Source: an optimization exercise on an open RTL-to-GDS flow (aim: small area). Production flows keep margins and buffers that such runs may drop.
The RTL was checked by simulation tests, not by an equivalence proof against the original design. The flow treats the clock pin as an ideal source, which a real chip does not have.

==> willow: inputs <==
==> flow/design.v <==
package msi_ordering_pkg;
  localparam int NUM_VECTORS = 32;
  localparam int VEC_W       = 5;
  localparam int DATA_W      = 32;
  localparam int AXI_ADDR_W  = 36;
  localparam int AXI_ID_W    = 4;
  typedef logic [VEC_W-1:0]      vec_t;
  typedef logic [DATA_W-1:0]     msi_data_t;
  typedef logic [DATA_W/8-1:0]   byte_en_t;
  typedef logic [AXI_ADDR_W-1:0] axi_addr_t;
  typedef logic [7:0]            pend_cnt_t;
  typedef struct packed {
    vec_t      vec;
    msi_data_t data;
    byte_en_t  byte_en;
  } msi_req_t;
  typedef struct packed {
    vec_t      vec;
    msi_data_t data;
  } gic_msg_t;
  typedef struct packed {
    logic [AXI_ID_W-1:0] id;
    axi_addr_t           addr;
    logic [7:0]          len;
    logic [2:0]          prot;
  } aw_beat_t;
  typedef struct packed {
    logic [AXI_ID_W-1:0] id;
    logic [1:0]          resp;
  } b_beat_t;
endpackage
`timescale 1ns/1ps
module msi_ordering_bridge (
  input  logic        clk
 ,input  logic        rst
 ,input  logic        msi_valid
 ,input  logic [4:0]  msi_vec
 ,input  logic [31:0] msi_data
 ,input  logic [3:0]  msi_be
 ,output logic        msi_ready
 ,output logic        gic_valid
 ,output logic [4:0]  gic_vec
 ,output logic [31:0] gic_data
 ,input  logic        gic_ready
 ,output logic        flush_valid
 ,output logic [35:0] flush_addr
 ,input  logic        flush_ready
 ,input  logic        in_aw_valid
 ,input  logic [3:0]  in_aw_id
 ,input  logic [35:0] in_aw_addr
 ,input  logic [7:0]  in_aw_len
 ,input  logic [2:0]  in_aw_prot
 ,output logic        in_aw_ready
 ,output logic        out_aw_valid
 ,output logic [3:0]  out_aw_id
 ,output logic [35:0] out_aw_addr
 ,output logic [7:0]  out_aw_len
 ,output logic [2:0]  out_aw_prot
 ,input  logic        out_aw_ready
 ,input  logic        out_b_valid
 ,input  logic [3:0]  out_b_id
 ,input  logic [1:0]  out_b_resp
 ,output logic        out_b_ready
 ,output logic        in_b_valid
 ,output logic [3:0]  in_b_id
 ,output logic [1:0]  in_b_resp
 ,input  logic        in_b_ready
 ,input  logic [35:0] csr_flush_base
);
  logic [4:0]        wp;      
  logic [4:0]        op;      
  logic [4:0]        fp;      
  logic              boot;    
  logic [15:0][4:0]  vq;
  logic [15:0][31:0] dq;
  logic [15:0][30:0] bq;
  logic        o_full, o_empty, f_full, f_empty;
  logic        msi_accept, head_pop, flush_pop;
  logic [31:0] masked;
  logic        head_clear;
  assign o_empty = (wp == op);
  assign f_empty = (wp == fp);
  assign o_full  = (wp[3:0] == op[3:0]) & (wp[4] ^ op[4]);
  assign f_full  = (wp[3:0] == fp[3:0]) & (wp[4] ^ fp[4]);
  assign msi_ready  = ~boot & ~o_full & ~f_full;
  assign msi_accept = msi_valid & msi_ready;
  always_comb begin
    for (int i = 0; i < 4; i++) begin
      masked[8*i +: 8] = msi_data[8*i +: 8] & {8{msi_be[i]}};
    end
  end
  assign gic_valid = ~o_empty & head_clear;
  assign gic_vec   = vq[op[3:0]];
  assign gic_data  = dq[op[3:0]];
  assign head_pop  = gic_valid & gic_ready;
  assign flush_valid = ~f_empty;
  assign flush_addr  = {bq[fp[3:0]], 5'b0};
  assign flush_pop   = flush_valid & flush_ready;
  always_ff @(posedge clk) begin
    if (rst) begin
      wp   <= '0;
      op   <= '0;
      fp   <= '0;
      boot <= 1'b1;
    end else begin
      boot <= 1'b0;
      if (msi_accept) wp <= wp + 5'd1;
      if (head_pop)   op <= op + 5'd1;
      if (flush_pop)  fp <= fp + 5'd1;
    end
  end
  always_ff @(posedge clk) begin
    for (int i = 0; i < 16; i++) begin
      if (msi_accept & (wp[3:0] == 4'(i))) begin
        vq[i] <= msi_vec;
        bq[i] <= csr_flush_base[35:5];
      end
      if (msi_accept & ((wp[3:0] == 4'(i)) | (vq[i] == msi_vec))) begin
        dq[i] <= masked;
      end
    end
  end
  logic             base_match;
  logic             pend_full;
  logic             aw_fire, b_fire, flush_fire;
  logic [4:0]       pw, pr, pd;    
  logic [7:0]       aw_cnt, b_cnt;
  logic [7:0]       b_cnt_inc;
  logic [15:0][7:0] tq;
  assign base_match = (in_aw_addr[35:5] == csr_flush_base[35:5]);
  assign out_aw_id   = in_aw_id;
  assign out_aw_len  = in_aw_len;
  assign out_aw_prot = in_aw_prot;
  assign out_aw_addr = {in_aw_addr[35:5], in_aw_addr[4:0] & {5{~base_match}}};
  assign pend_full    = (pw[3:0] == pr[3:0]) & (pw[4] ^ pr[4]);
  assign out_aw_valid = in_aw_valid & ~pend_full;
  assign in_aw_ready  = out_aw_ready & ~pend_full;
  assign in_b_valid  = out_b_valid;
  assign in_b_id     = out_b_id;
  assign in_b_resp   = out_b_resp;
  assign out_b_ready = in_b_ready;
  assign aw_fire    = in_aw_valid & in_aw_ready;
  assign b_fire     = out_b_valid & in_b_ready;
  assign flush_fire = aw_fire & base_match;
  assign b_cnt_inc  = b_cnt + 8'd1;
  always_ff @(posedge clk) begin
    if (rst) begin
      pw         <= '0;
      pr         <= '0;
      pd         <= '0;
      aw_cnt     <= '0;
      b_cnt      <= '0;
      head_clear <= 1'b0;
    end else begin
      if (aw_fire) aw_cnt <= aw_cnt + 8'd1;
      if (b_fire)  b_cnt  <= b_cnt_inc;
      if (flush_fire) pw <= pw + 5'd1;
      if (head_pop)   pr <= pr + 5'd1;
      if (b_fire & (pd != pw) & (tq[pd[3:0]] == b_cnt_inc)) pd <= pd + 5'd1;
      head_clear <= ~head_pop & (pd != pr);
    end
  end
  always_ff @(posedge clk) begin
    for (int i = 0; i < 16; i++) begin
      if (flush_fire & (pw[3:0] == 4'(i))) begin
        tq[i] <= aw_cnt + 8'd1;
      end
    end
  end
endmodule
==> flow/run.sh <==
#!/bin/bash
# synth_recipe.tcl (not shown) runs the flow's synth.tcl, then flattens the netlist and writes it again
# the make line also repeats each setting of config.mk as NAME=value (left out here)
make -C /OpenROAD-flow-scripts/flow DESIGN_CONFIG=/design/flow/config.mk WORK_HOME=/design/flow/orfs CLKGATE_MAP_FILE= SYNTH_SCRIPT=/design/flow/synth_recipe.tcl finish
==> flow/config.mk <==
export PLATFORM = sky130hd
export DESIGN_NAME = msi_ordering_bridge
export DESIGN_NICKNAME = msi_ordering_bridge
export VERILOG_FILES = /design/flow/design.v
export SDC_FILE = /design/flow/constraint.sdc
export NUM_CORES = 4
export LEC_CHECK = 0
export ABC_AREA = 1
export CAP_MARGIN = 20
export CORE_MARGIN = 2
export CORE_UTILIZATION = 55
export SLEW_MARGIN = 20
==> flow/constraint.sdc <==
create_clock -name core_clock -period 7.0 [get_ports {clk}]
set_input_delay 1.4000 -clock core_clock [delete_from_list [all_inputs] [get_ports {clk}]]
set_output_delay 1.4000 -clock core_clock [all_outputs]
set_load 0.01 [all_outputs]
==> amber (differences from willow) <==
==> flow/design.v, changed modules only <==
module msi_ordering_bridge (
  input  logic        clk
 ,input  logic        rst
 ,input  logic        msi_valid
 ,input  logic [4:0]  msi_vec
 ,input  logic [31:0] msi_data
 ,input  logic [3:0]  msi_be
 ,output logic        msi_ready
 ,output logic        gic_valid
 ,output logic [4:0]  gic_vec
 ,output logic [31:0] gic_data
 ,input  logic        gic_ready
 ,output logic        flush_valid
 ,output logic [35:0] flush_addr
 ,input  logic        flush_ready
 ,input  logic        in_aw_valid
 ,input  logic [3:0]  in_aw_id
 ,input  logic [35:0] in_aw_addr
 ,input  logic [7:0]  in_aw_len
 ,input  logic [2:0]  in_aw_prot
 ,output logic        in_aw_ready
 ,output logic        out_aw_valid
 ,output logic [3:0]  out_aw_id
 ,output logic [35:0] out_aw_addr
 ,output logic [7:0]  out_aw_len
 ,output logic [2:0]  out_aw_prot
 ,input  logic        out_aw_ready
 ,input  logic        out_b_valid
 ,input  logic [3:0]  out_b_id
 ,input  logic [1:0]  out_b_resp
 ,output logic        out_b_ready
 ,output logic        in_b_valid
 ,output logic [3:0]  in_b_id
 ,output logic [1:0]  in_b_resp
 ,input  logic        in_b_ready
 ,input  logic [35:0] csr_flush_base
);
  logic [15:0]       wp, op, fp;
  logic              wp_w, op_w, fp_w;
  logic              boot;    
  logic [15:0][4:0]  vq;
  logic [15:0][31:0] dq;
  logic [15:0][30:0] bq;
  logic        o_same, f_same;
  logic        o_full, o_empty, f_full, f_empty;
  logic        msi_accept, head_pop, flush_pop;
  logic [31:0] masked;
  logic        head_clear;
  assign o_same  = |(wp & op);
  assign f_same  = |(wp & fp);
  assign o_empty = o_same & (wp_w == op_w);
  assign f_empty = f_same & (wp_w == fp_w);
  assign o_full  = o_same & (wp_w ^ op_w);
  assign f_full  = f_same & (wp_w ^ fp_w);
  assign msi_ready  = ~boot & ~o_full & ~f_full;
  assign msi_accept = msi_valid & msi_ready;
  always_comb begin
    for (int i = 0; i < 4; i++) begin
      masked[8*i +: 8] = msi_data[8*i +: 8] & {8{msi_be[i]}};
    end
  end
  always_comb begin
    gic_vec    = '0;
    gic_data   = '0;
    flush_addr = '0;
    for (int i = 0; i < 16; i++) begin
      gic_vec          = gic_vec          | (vq[i] & {5{op[i]}});
      gic_data         = gic_data         | (dq[i] & {32{op[i]}});
      flush_addr[35:5] = flush_addr[35:5] | (bq[i] & {31{fp[i]}});
    end
  end
  assign gic_valid   = ~o_empty & head_clear;
  assign head_pop    = gic_valid & gic_ready;
  assign flush_valid = ~f_empty;
  assign flush_pop   = flush_valid & flush_ready;
  always_ff @(posedge clk) begin
    if (rst) begin
      wp   <= 16'd1;
      op   <= 16'd1;
      fp   <= 16'd1;
      wp_w <= 1'b0;
      op_w <= 1'b0;
      fp_w <= 1'b0;
      boot <= 1'b1;
    end else begin
      boot <= 1'b0;
      if (msi_accept) begin
        wp   <= {wp[14:0], wp[15]};
        wp_w <= wp_w ^ wp[15];
      end
      if (head_pop) begin
        op   <= {op[14:0], op[15]};
        op_w <= op_w ^ op[15];
      end
      if (flush_pop) begin
        fp   <= {fp[14:0], fp[15]};
        fp_w <= fp_w ^ fp[15];
      end
    end
  end
  always_ff @(posedge clk) begin
    for (int i = 0; i < 16; i++) begin
      if (msi_accept & wp[i]) begin
        vq[i] <= msi_vec;
        bq[i] <= csr_flush_base[35:5];
      end
      if (msi_accept & (wp[i] | (vq[i] == msi_vec))) begin
        dq[i] <= masked;
      end
    end
  end
  logic             base_match;
  logic             pend_full;
  logic             aw_fire, b_fire, flush_fire;
  logic [4:0]       pw, pr, pd;    
  logic [7:0]       aw_cnt, b_cnt;
  logic [7:0]       b_cnt_inc;
  logic [15:0][7:0] tq;
  assign base_match = (in_aw_addr[35:5] == csr_flush_base[35:5]);
  assign out_aw_id   = in_aw_id;
  assign out_aw_len  = in_aw_len;
  assign out_aw_prot = in_aw_prot;
  assign out_aw_addr = {in_aw_addr[35:5], in_aw_addr[4:0] & {5{~base_match}}};
  assign pend_full    = (pw[3:0] == pr[3:0]) & (pw[4] ^ pr[4]);
  assign out_aw_valid = in_aw_valid & ~pend_full;
  assign in_aw_ready  = out_aw_ready & ~pend_full;
  assign in_b_valid  = out_b_valid;
  assign in_b_id     = out_b_id;
  assign in_b_resp   = out_b_resp;
  assign out_b_ready = in_b_ready;
  assign aw_fire    = in_aw_valid & in_aw_ready;
  assign b_fire     = out_b_valid & in_b_ready;
  assign flush_fire = aw_fire & base_match;
  assign b_cnt_inc  = b_cnt + 8'd1;
  always_ff @(posedge clk) begin
    if (rst) begin
      pw         <= '0;
      pr         <= '0;
      pd         <= '0;
      aw_cnt     <= '0;
      b_cnt      <= '0;
      head_clear <= 1'b0;
    end else begin
      if (aw_fire) aw_cnt <= aw_cnt + 8'd1;
      if (b_fire)  b_cnt  <= b_cnt_inc;
      if (flush_fire) pw <= pw + 5'd1;
      if (head_pop)   pr <= pr + 5'd1;
      if (b_fire & (pd != pw) & (tq[pd[3:0]] == b_cnt_inc)) pd <= pd + 5'd1;
      head_clear <= ~head_pop & (pd != pr);
    end
  end
  always_ff @(posedge clk) begin
    for (int i = 0; i < 16; i++) begin
      if (flush_fire & (pw[3:0] == 4'(i))) begin
        tq[i] <= aw_cnt + 8'd1;
      end
    end
  end
endmodule
==> flow/flow/run.sh (new file) <==
#!/bin/bash
# The standard layout (the standard.sh, ORFS on sky130hd), with three
# changes passed to its make:
#  - ports are buffered with buf_1 instead of the default buffer cell
#  - clock tree: clkbuf_16 only, sinks clustered up to 28 per buffer,
#    no dummy loads
set -uo pipefail
bash standard.sh \
  BUFFER_PORTS_ARGS="-buffer_cell sky130_fd_sc_hd__buf_1" \
  CTS_ARGS="-sink_clustering_enable -repair_clock_nets -dont_use_dummy_load -buf_list sky130_fd_sc_hd__clkbuf_16 -sink_clustering_size 28 -sink_clustering_max_diameter 100" \
  finish > standard.log 2>&1
st=$?
cp -r orfs/logs/sky130hd/msi_ordering_bridge/base ./orfs_logs 2>/dev/null || true
exit $st
==> flow/standard.sh (new file) <==
#!/bin/bash
# synth_recipe.tcl (not shown) runs the flow's synth.tcl, then flattens the netlist and writes it again
# the make line also repeats each setting of config.mk as NAME=value (left out here)
make -C /OpenROAD-flow-scripts/flow DESIGN_CONFIG=/design/flow/config.mk WORK_HOME=/design/flow/orfs CLKGATE_MAP_FILE= SYNTH_SCRIPT=/design/flow/synth_recipe.tcl "${@:-finish}"
--- a/flow/config.mk
+++ b/flow/config.mk
@@ -7,6 +7,5 @@
 export LEC_CHECK = 0
-export ABC_AREA = 1
-export CAP_MARGIN = 20
+export CAP_MARGIN = 10
 export CORE_MARGIN = 2
-export CORE_UTILIZATION = 55
-export SLEW_MARGIN = 20
+export CORE_UTILIZATION = 75
+export SLEW_MARGIN = 10
removed: flow/run.sh
==> delta (differences from willow) <==
==> flow/design.v, changed modules only <==
module msi_ordering_bridge (
  input  logic        clk
 ,input  logic        rst
 ,input  logic        msi_valid
 ,input  logic [4:0]  msi_vec
 ,input  logic [31:0] msi_data
 ,input  logic [3:0]  msi_be
 ,output logic        msi_ready
 ,output logic        gic_valid
 ,output logic [4:0]  gic_vec
 ,output logic [31:0] gic_data
 ,input  logic        gic_ready
 ,output logic        flush_valid
 ,output logic [35:0] flush_addr
 ,input  logic        flush_ready
 ,input  logic        in_aw_valid
 ,input  logic [3:0]  in_aw_id
 ,input  logic [35:0] in_aw_addr
 ,input  logic [7:0]  in_aw_len
 ,input  logic [2:0]  in_aw_prot
 ,output logic        in_aw_ready
 ,output logic        out_aw_valid
 ,output logic [3:0]  out_aw_id
 ,output logic [35:0] out_aw_addr
 ,output logic [7:0]  out_aw_len
 ,output logic [2:0]  out_aw_prot
 ,input  logic        out_aw_ready
 ,input  logic        out_b_valid
 ,input  logic [3:0]  out_b_id
 ,input  logic [1:0]  out_b_resp
 ,output logic        out_b_ready
 ,output logic        in_b_valid
 ,output logic [3:0]  in_b_id
 ,output logic [1:0]  in_b_resp
 ,input  logic        in_b_ready
 ,input  logic [35:0] csr_flush_base
);
  logic [15:0]       wp, op, fp;
  logic              wp_w, op_w, fp_w;
  logic              boot;    
  logic [15:0][4:0]  vq;
  logic [15:0][31:0] dq;
  logic [15:0][30:0] bq;
  logic        o_same, f_same;
  logic        o_full, o_empty, f_full, f_empty;
  logic        msi_accept, head_pop, flush_pop;
  logic [31:0] masked;
  logic        head_clear;
  assign o_same  = |(wp & op);
  assign f_same  = |(wp & fp);
  assign o_empty = o_same & (wp_w == op_w);
  assign f_empty = f_same & (wp_w == fp_w);
  assign o_full  = o_same & (wp_w ^ op_w);
  assign f_full  = f_same & (wp_w ^ fp_w);
  assign msi_ready  = ~boot & ~o_full & ~f_full;
  assign msi_accept = msi_valid & msi_ready;
  always_comb begin
    for (int i = 0; i < 4; i++) begin
      masked[8*i +: 8] = msi_data[8*i +: 8] & {8{msi_be[i]}};
    end
  end
  always_comb begin
    gic_vec    = '0;
    gic_data   = '0;
    flush_addr = '0;
    for (int i = 0; i < 16; i++) begin
      gic_vec          = gic_vec          | (vq[i] & {5{op[i]}});
      gic_data         = gic_data         | (dq[i] & {32{op[i]}});
      flush_addr[35:5] = flush_addr[35:5] | (bq[i] & {31{fp[i]}});
    end
  end
  assign gic_valid   = ~o_empty & head_clear;
  assign head_pop    = gic_valid & gic_ready;
  assign flush_valid = ~f_empty;
  assign flush_pop   = flush_valid & flush_ready;
  always_ff @(posedge clk) begin
    if (rst) begin
      wp   <= 16'd1;
      op   <= 16'd1;
      fp   <= 16'd1;
      wp_w <= 1'b0;
      op_w <= 1'b0;
      fp_w <= 1'b0;
      boot <= 1'b1;
    end else begin
      boot <= 1'b0;
      if (msi_accept) begin
        wp   <= {wp[14:0], wp[15]};
        wp_w <= wp_w ^ wp[15];
      end
      if (head_pop) begin
        op   <= {op[14:0], op[15]};
        op_w <= op_w ^ op[15];
      end
      if (flush_pop) begin
        fp   <= {fp[14:0], fp[15]};
        fp_w <= fp_w ^ fp[15];
      end
    end
  end
  always_ff @(posedge clk) begin
    for (int i = 0; i < 16; i++) begin
      if (msi_accept & wp[i]) begin
        vq[i] <= msi_vec;
        bq[i] <= csr_flush_base[35:5];
      end
      if (msi_accept & (wp[i] | (vq[i] == msi_vec))) begin
        dq[i] <= masked;
      end
    end
  end
  logic             base_match;
  logic             pend_full;
  logic             aw_fire, b_fire, flush_fire;
  logic [4:0]       pw, pr, pd;    
  logic [7:0]       aw_cnt, b_cnt;
  logic [7:0]       b_cnt_inc;
  logic [15:0][7:0] tq;
  assign base_match = (in_aw_addr[35:5] == csr_flush_base[35:5]);
  assign out_aw_id   = in_aw_id;
  assign out_aw_len  = in_aw_len;
  assign out_aw_prot = in_aw_prot;
  assign out_aw_addr = {in_aw_addr[35:5], in_aw_addr[4:0] & {5{~base_match}}};
  assign pend_full    = (pw[3:0] == pr[3:0]) & (pw[4] ^ pr[4]);
  assign out_aw_valid = in_aw_valid & ~pend_full;
  assign in_aw_ready  = out_aw_ready & ~pend_full;
  assign in_b_valid  = out_b_valid;
  assign in_b_id     = out_b_id;
  assign in_b_resp   = out_b_resp;
  assign out_b_ready = in_b_ready;
  assign aw_fire    = in_aw_valid & in_aw_ready;
  assign b_fire     = out_b_valid & in_b_ready;
  assign flush_fire = aw_fire & base_match;
  assign b_cnt_inc  = b_cnt + 8'd1;
  always_ff @(posedge clk) begin
    if (rst) begin
      pw         <= '0;
      pr         <= '0;
      pd         <= '0;
      aw_cnt     <= '0;
      b_cnt      <= '0;
      head_clear <= 1'b0;
    end else begin
      if (aw_fire) aw_cnt <= aw_cnt + 8'd1;
      if (b_fire)  b_cnt  <= b_cnt_inc;
      if (flush_fire) pw <= pw + 5'd1;
      if (head_pop)   pr <= pr + 5'd1;
      if (b_fire & (pd != pw) & (tq[pd[3:0]] == b_cnt_inc)) pd <= pd + 5'd1;
      head_clear <= ~head_pop & (pd != pr);
    end
  end
  always_ff @(posedge clk) begin
    for (int i = 0; i < 16; i++) begin
      if (flush_fire & (pw[3:0] == 4'(i))) begin
        tq[i] <= aw_cnt + 8'd1;
      end
    end
  end
endmodule
==> flow/flow/run.sh (new file) <==
#!/bin/bash
# The standard layout (the standard.sh, ORFS on sky130hd), with three
# changes passed to its make:
#  - ports are buffered with buf_1 instead of the default buffer cell
#  - clock tree: clkbuf_16 only, sinks clustered up to 31 per buffer,
#    no dummy loads
set -uo pipefail
bash standard.sh \
  BUFFER_PORTS_ARGS="-buffer_cell sky130_fd_sc_hd__buf_1" \
  CTS_ARGS="-sink_clustering_enable -repair_clock_nets -dont_use_dummy_load -buf_list sky130_fd_sc_hd__clkbuf_16 -sink_clustering_size 31 -sink_clustering_max_diameter 100" \
  finish > standard.log 2>&1
st=$?
cp -r orfs/logs/sky130hd/msi_ordering_bridge/base ./orfs_logs 2>/dev/null || true
exit $st
==> flow/standard.sh (new file) <==
#!/bin/bash
# synth_recipe.tcl (not shown) runs the flow's synth.tcl, then flattens the netlist and writes it again
# the make line also repeats each setting of config.mk as NAME=value (left out here)
make -C /OpenROAD-flow-scripts/flow DESIGN_CONFIG=/design/flow/config.mk WORK_HOME=/design/flow/orfs CLKGATE_MAP_FILE= SYNTH_SCRIPT=/design/flow/synth_recipe.tcl "${@:-finish}"
--- a/flow/config.mk
+++ b/flow/config.mk
@@ -7,6 +7,5 @@
 export LEC_CHECK = 0
-export ABC_AREA = 1
-export CAP_MARGIN = 20
+export CAP_MARGIN = 0
 export CORE_MARGIN = 2
-export CORE_UTILIZATION = 55
-export SLEW_MARGIN = 20
+export CORE_UTILIZATION = 75
+export SLEW_MARGIN = 0
removed: flow/run.sh
==> summary of the runs <==
- Clock-buffer cell count: willow > amber > delta.
- Of amber and willow, willow has the higher synthesized cell count (gap about 34%, measured against willow).
- The lowest cell area belongs to delta, the highest to willow.
- Sequential share of layout area: delta > amber > willow.
- In flip-flop and latch count, amber and delta do not differ.

==> what the ideal ports hide <==
Ports are ideal in the flow. The routed layouts listed here were re-timed in OpenROAD.
Step 1: set_driving_cell puts a clkbuf_16 on clk and a buf_2 on each other input, an assumption about the parent block.
Step 2 times the ports against the registers' clock, not the clock port: input delays grow and output delays shrink by t, the midpoint of the rising clock arrivals with the driver on.
Three values: ideal, step 1, step 2; two values: the first two.
run	t (ns)	setup WS [ns]	latest minus earliest clock arrival (ns)
willow	0.786	1.364 / 1.339 / 1.339	0.025 / 0.025
amber	0.704	1.175 / 1.135 / 0.976	0.051 / 0.051
delta	0.705	1.153 / 1.109 / 0.985	0.034 / 0.034
After both steps every run listed still meets setup and hold. The setup slack of amber, which loses most, moves by -0.040 ns with the drivers and by -0.199 ns with both steps.
